Context: an optimization exercise on an open-source flow, tuned for small area, a short achievable clock period and few clock cycles. The choices shown serve that exercise and are no tape-out recipe. In this exercise RTL edits were held to simulation tests only and were not proved equivalent to the original. Power is estimated from default activity; no workload was simulated.

==> module backend_top, before the edit <==
module backend_top (
	input  logic        clk,
	input  logic        rst_n,
	input  logic        fetch_valid,
	input  logic [31:0] fetch_pc,
	input  logic [3:0]  fetch_opcode,
	input  logic [3:0]  fetch_dest,
	input  logic [3:0]  fetch_src1,
	input  logic [3:0]  fetch_src2,
	input  logic [15:0] fetch_imm,
	output logic        fetch_ready,
	output logic        retire_valid,
	output logic [31:0] retire_pc,
	output logic [3:0]  retire_dest,
	output logic [31:0] retire_result,
	output logic        retire_is_branch,
	output logic        retire_taken,
	output logic        retire_exc_flag,
	output logic        retire_br_misp,
	output logic [31:0] retire_redirect_pc,
	output logic        retire_exception
);
	logic d_valid;
	logic ex_valid;
	logic rt_valid;
	logic rt_misp;      
	logic rt_exc;       
	logic rt_kill;      
	logic kill;         
	logic halted;       
	assign fetch_ready = !halted;
	assign kill        = rt_kill;
	logic [31:0] d_pc;
	logic [3:0]  d_rd;       
	logic        d_we;       
	logic [15:1] d_sel1;     
	logic [15:1] d_sel2;     
	logic        d_fex1;     
	logic        d_fex2;
	logic        d_frt1;     
	logic        d_frt2;
	logic [15:0] d_imm;
	logic        d_imm_b;    
	logic        d_sub;
	logic        d_arith;    
	logic        d_and;
	logic        d_or;
	logic        d_br;
	logic        d_bne;
	logic        d_ill;
	logic [3:0]  ex_rd;
	logic        ex_we;
	logic f_alu;
	assign f_alu = (fetch_opcode <= 4'd5);
	always_ff @(posedge clk) begin
		d_pc    <= fetch_pc;
		d_rd    <= f_alu ? fetch_dest : 4'd0;
		d_we    <= f_alu && (fetch_dest != 4'd0);
		for (int i = 1; i < 16; i++) begin
			d_sel1[i] <= (fetch_src1 == 4'(i));
			d_sel2[i] <= (fetch_src2 == 4'(i));
		end
		d_fex1  <= d_valid && d_we && (d_rd == fetch_src1);
		d_fex2  <= d_valid && d_we && (d_rd == fetch_src2);
		d_frt1  <= ex_valid && ex_we && (ex_rd == fetch_src1);
		d_frt2  <= ex_valid && ex_we && (ex_rd == fetch_src2);
		d_imm   <= fetch_imm;
		d_imm_b <= (fetch_opcode == 4'd5);
		d_sub   <= (fetch_opcode == 4'd1);
		d_arith <= (fetch_opcode == 4'd0) || (fetch_opcode == 4'd1) || (fetch_opcode == 4'd5);
		d_and   <= (fetch_opcode == 4'd2);
		d_or    <= (fetch_opcode == 4'd3);
		d_br    <= (fetch_opcode == 4'd6) || (fetch_opcode == 4'd7);
		d_bne   <= (fetch_opcode == 4'd7);
		d_ill   <= fetch_opcode[3];
	end
	logic [15:1][31:0] rf;
	logic [15:1]       rf_ok;
	logic [31:0] rt_wb;      
	logic [3:0]  rt_rd;
	logic        rt_wr;      
	always_ff @(posedge clk) begin
		for (int i = 1; i < 16; i++)
			if (rt_wr && rt_rd == 4'(i))
				rf[i] <= rt_wb;
	end
	always_ff @(posedge clk or negedge rst_n) begin
		if (!rst_n)
			rf_ok <= '0;
		else
			for (int i = 1; i < 16; i++)
				if (rt_wr && rt_rd == 4'(i))
					rf_ok[i] <= 1'b1;
	end
	logic [31:0] rf_a;
	logic [31:0] rf_b;
	always_comb begin
		rf_a = 32'd0;
		rf_b = 32'd0;
		for (int i = 1; i < 16; i++) begin
			rf_a = rf_a | (rf[i] & {32{d_sel1[i] && rf_ok[i]}});
			rf_b = rf_b | (rf[i] & {32{d_sel2[i] && rf_ok[i]}});
		end
	end
	logic [31:0] alu;
	logic [31:0] opnd_a;
	logic [31:0] opnd_b;
	assign opnd_a = d_fex1 ? alu : d_frt1 ? rt_wb : rf_a;
	assign opnd_b = d_imm_b ? {{16{d_imm[15]}}, d_imm} :
		d_fex2 ? alu : d_frt2 ? rt_wb : rf_b;
	logic [31:0] ex_pc;
	logic [15:0] ex_imm;
	logic [31:0] ex_a;
	logic [31:0] ex_b;       
	logic        ex_sub;     
	logic        ex_arith;
	logic        ex_and;
	logic        ex_or;
	logic        ex_br;
	logic        ex_bne;
	logic        ex_ill;
	always_ff @(posedge clk) begin
		ex_pc    <= d_pc;
		ex_imm   <= d_imm;
		ex_a     <= opnd_a;
		ex_b     <= d_sub ? ~opnd_b : opnd_b;
		ex_rd    <= d_rd;
		ex_we    <= d_we;
		ex_sub   <= d_sub;
		ex_arith <= d_arith;
		ex_and   <= d_and;
		ex_or    <= d_or;
		ex_br    <= d_br;
		ex_bne   <= d_bne;
		ex_ill   <= d_ill;
	end
	logic [31:0] sum;
	logic [31:0] logic_res;
	logic        eq;
	logic        taken;
	logic [31:0] target;
	assign sum       = ex_a + ex_b + {31'd0, ex_sub};
	assign logic_res = ex_and ? (ex_a & ex_b) : ex_or ? (ex_a | ex_b) : (ex_a ^ ex_b);
	assign alu       = ex_arith ? sum : logic_res;
	assign eq        = ~|(ex_a ^ ex_b);
	assign taken     = ex_br && (eq ^ ex_bne);
	logic [16:0] tgt_lo;
	logic [15:0] tgt_hi;
	logic        tgt_c;
	logic        tgt_s;
	assign tgt_lo = {1'b0, ex_pc[15:0]} + {1'b0, ex_imm};
	assign tgt_c  = tgt_lo[16];
	assign tgt_s  = ex_imm[15];
	assign tgt_hi = (tgt_c && !tgt_s) ? ex_pc[31:16] + 16'd1 :
		(!tgt_c && tgt_s) ? ex_pc[31:16] - 16'd1 : ex_pc[31:16];
	assign target = {tgt_hi, tgt_lo[15:0]};
	logic [31:0] rt_pc;
	logic [31:0] rt_result;
	logic        rt_br;
	logic        rt_taken;
	logic        rt_ill;     
	always_ff @(posedge clk) begin
		rt_pc     <= ex_pc;
		rt_result <= ex_br ? target : alu;
		rt_wb     <= alu;
		rt_rd     <= ex_rd;
		rt_br     <= ex_br;
		rt_ill    <= ex_ill;
		rt_taken  <= taken;
	end
	always_ff @(posedge clk or negedge rst_n) begin
		if (!rst_n) begin
			halted   <= 1'b0;
			d_valid  <= 1'b0;
			ex_valid <= 1'b0;
			rt_valid <= 1'b0;
			rt_wr    <= 1'b0;
			rt_misp  <= 1'b0;
			rt_exc   <= 1'b0;
			rt_kill  <= 1'b0;
		end else begin
			halted   <= halted || rt_exc;
			d_valid  <= fetch_valid && !halted && !kill;
			ex_valid <= d_valid && !kill;
			rt_valid <= ex_valid && !kill;
			rt_wr    <= ex_valid && !kill && ex_we;
			rt_misp  <= ex_valid && !kill && taken;
			rt_exc   <= ex_valid && !kill && ex_ill;
			rt_kill  <= ex_valid && !kill && (taken || ex_ill);
		end
	end
	assign retire_valid       = rt_valid;
	assign retire_pc          = rt_pc;
	assign retire_dest        = rt_rd;
	assign retire_result      = rt_result;
	assign retire_is_branch   = rt_br;
	assign retire_taken       = rt_taken;
	assign retire_exc_flag    = rt_ill;
	assign retire_br_misp     = rt_misp;
	assign retire_redirect_pc = rt_result;
	assign retire_exception   = rt_exc;
endmodule
Settings: LEC_CHECK=0, ABC_CLOCK_PERIOD_IN_PS=2500, CAP_MARGIN=20, CORE_MARGIN=2, CORE_UTILIZATION=45, CTS_CLUSTER_DIAMETER=60, CTS_CLUSTER_SIZE=22, PLACE_DENSITY=0.65, SLEW_MARGIN=20; clock period 10.0 ns.
standard.sh (not shown) runs the stock make flow with config.mk's settings and CLKGATE_MAP_FILE= SYNTH_SCRIPT=/design/flow/synth_recipe.tcl, a recipe that flattens the netlist after the stock synthesis.
==> flow/flow/run.sh <==
#!/bin/bash
set -euo pipefail
cd "$(dirname "$0")/.."
MARGIN=$(cat flow/setup_margin)
bash standard.sh SETUP_SLACK_MARGIN="$MARGIN" finish > flow_make.log 2>&1
==> flow/flow/setup_margin <==
6.8
The starting point passed the timing, design-rule and antenna checks.
Testbench counts at the start, summed over its fixed seeds: cycles 29,094.
Rerun with:
--- a/flow/design.v
+++ b/flow/design.v
@@ -35,8 +35,8 @@
 	logic [31:0] d_pc;
 	logic [3:0]  d_rd;       
 	logic        d_we;       
-	logic [15:1] d_sel1;     
-	logic [15:1] d_sel2;     
+	logic [15:1] d_sel1;
+	logic [15:1] d_sel2;
 	logic        d_fex1;     
 	logic        d_fex2;
 	logic        d_frt1;     
@@ -52,22 +52,39 @@
 	logic        d_ill;
 	logic [3:0]  ex_rd;
 	logic        ex_we;
-	logic f_alu;
-	assign f_alu = (fetch_opcode <= 4'd5);
+	logic [15:1] rf_ok;
+	logic [15:1] ok_nxt;     
+	logic [3:0]  rt_rd;
+	logic        rt_wr;      
+	logic        f_alu;
+	logic        f_addi;
+	logic        f_ex1;
+	logic        f_ex2;
+	logic        f_rt1;
+	logic        f_rt2;
+	assign f_alu  = (fetch_opcode <= 4'd5);
+	assign f_addi = (fetch_opcode == 4'd5);
+	assign f_ex1  = d_valid && d_we && (d_rd == fetch_src1);
+	assign f_ex2  = d_valid && d_we && (d_rd == fetch_src2);
+	assign f_rt1  = ex_valid && ex_we && (ex_rd == fetch_src1);
+	assign f_rt2  = ex_valid && ex_we && (ex_rd == fetch_src2);
+	always_comb
+		for (int i = 1; i < 16; i++)
+			ok_nxt[i] = rf_ok[i] || (rt_wr && rt_rd == 4'(i));
 	always_ff @(posedge clk) begin
 		d_pc    <= fetch_pc;
 		d_rd    <= f_alu ? fetch_dest : 4'd0;
 		d_we    <= f_alu && (fetch_dest != 4'd0);
 		for (int i = 1; i < 16; i++) begin
-			d_sel1[i] <= (fetch_src1 == 4'(i));
-			d_sel2[i] <= (fetch_src2 == 4'(i));
+			d_sel1[i] <= (fetch_src1 == 4'(i)) && ok_nxt[i] && !f_ex1 && !f_rt1;
+			d_sel2[i] <= (fetch_src2 == 4'(i)) && ok_nxt[i] && !f_ex2 && !f_rt2 && !f_addi;
 		end
-		d_fex1  <= d_valid && d_we && (d_rd == fetch_src1);
-		d_fex2  <= d_valid && d_we && (d_rd == fetch_src2);
-		d_frt1  <= ex_valid && ex_we && (ex_rd == fetch_src1);
-		d_frt2  <= ex_valid && ex_we && (ex_rd == fetch_src2);
+		d_fex1  <= f_ex1;
+		d_fex2  <= f_ex2 && !f_addi;
+		d_frt1  <= f_rt1 && !f_ex1;
+		d_frt2  <= f_rt2 && !f_ex2 && !f_addi;
 		d_imm   <= fetch_imm;
-		d_imm_b <= (fetch_opcode == 4'd5);
+		d_imm_b <= f_addi;
 		d_sub   <= (fetch_opcode == 4'd1);
 		d_arith <= (fetch_opcode == 4'd0) || (fetch_opcode == 4'd1) || (fetch_opcode == 4'd5);
 		d_and   <= (fetch_opcode == 4'd2);
@@ -77,10 +94,7 @@
 		d_ill   <= fetch_opcode[3];
 	end
 	logic [15:1][31:0] rf;
-	logic [15:1]       rf_ok;
 	logic [31:0] rt_wb;      
-	logic [3:0]  rt_rd;
-	logic        rt_wr;      
 	always_ff @(posedge clk) begin
 		for (int i = 1; i < 16; i++)
 			if (rt_wr && rt_rd == 4'(i))
@@ -100,16 +114,16 @@
 		rf_a = 32'd0;
 		rf_b = 32'd0;
 		for (int i = 1; i < 16; i++) begin
-			rf_a = rf_a | (rf[i] & {32{d_sel1[i] && rf_ok[i]}});
-			rf_b = rf_b | (rf[i] & {32{d_sel2[i] && rf_ok[i]}});
+			rf_a = rf_a | (rf[i] & {32{d_sel1[i]}});
+			rf_b = rf_b | (rf[i] & {32{d_sel2[i]}});
 		end
 	end
 	logic [31:0] alu;
 	logic [31:0] opnd_a;
 	logic [31:0] opnd_b;
-	assign opnd_a = d_fex1 ? alu : d_frt1 ? rt_wb : rf_a;
-	assign opnd_b = d_imm_b ? {{16{d_imm[15]}}, d_imm} :
-		d_fex2 ? alu : d_frt2 ? rt_wb : rf_b;
+	assign opnd_a = rf_a | (alu & {32{d_fex1}}) | (rt_wb & {32{d_frt1}});
+	assign opnd_b = rf_b | (alu & {32{d_fex2}}) | (rt_wb & {32{d_frt2}}) |
+		({{16{d_imm[15]}}, d_imm} & {32{d_imm_b}});
 	logic [31:0] ex_pc;
 	logic [15:0] ex_imm;
 	logic [31:0] ex_a;
Outcome: The changed run went through all stages and came out clean; hold slack loses 0.0042 ns; maximum frequency grows by 0.67%; clock skew drops by 0.0065 ns; wire length goes down by 5.6%; cell area decreases by 3.9%; non-clock buffer count rises by 3; total power went down by 2.8%; area after synthesis went down by 4.5%; first-iteration DRC count goes up by 12%; via count drops by 8.3%; critical path depth is unchanged; register-to-register slack improves by 0.04 ns.
Testbench counts after the change, summed over its fixed seeds: cycles 29,094.

re-timing with driven ports:
In the flow no input, the clock included, has a driving cell. The finished layouts below were timed again as built, in two steps.
Step 1, drivers: a clkbuf_16 drives clk and a buf_2 each remaining input, both assumed.
Step 2 times the ports against the registers' clock, not the clock port: input delays grow and output delays shrink by t, the midpoint of the rising clock arrivals with the driver on.
Slacks: ideal / step 1 / step 2; pairs: ideal / step 1.
run	shift t [ns]	slack for setup (ns)	slew at the worst register clock pin (ns)
the first run	0.714	6.788 / 6.716 / 6.357	0.09 / 0.09
the second run	0.706	6.810 / 6.742 / 6.230	0.09 / 0.09
After both steps setup and hold are still met in every run listed. The setup slack of the second run, which loses most, moves by -0.068 ns with the drivers and by -0.580 ns with both steps.
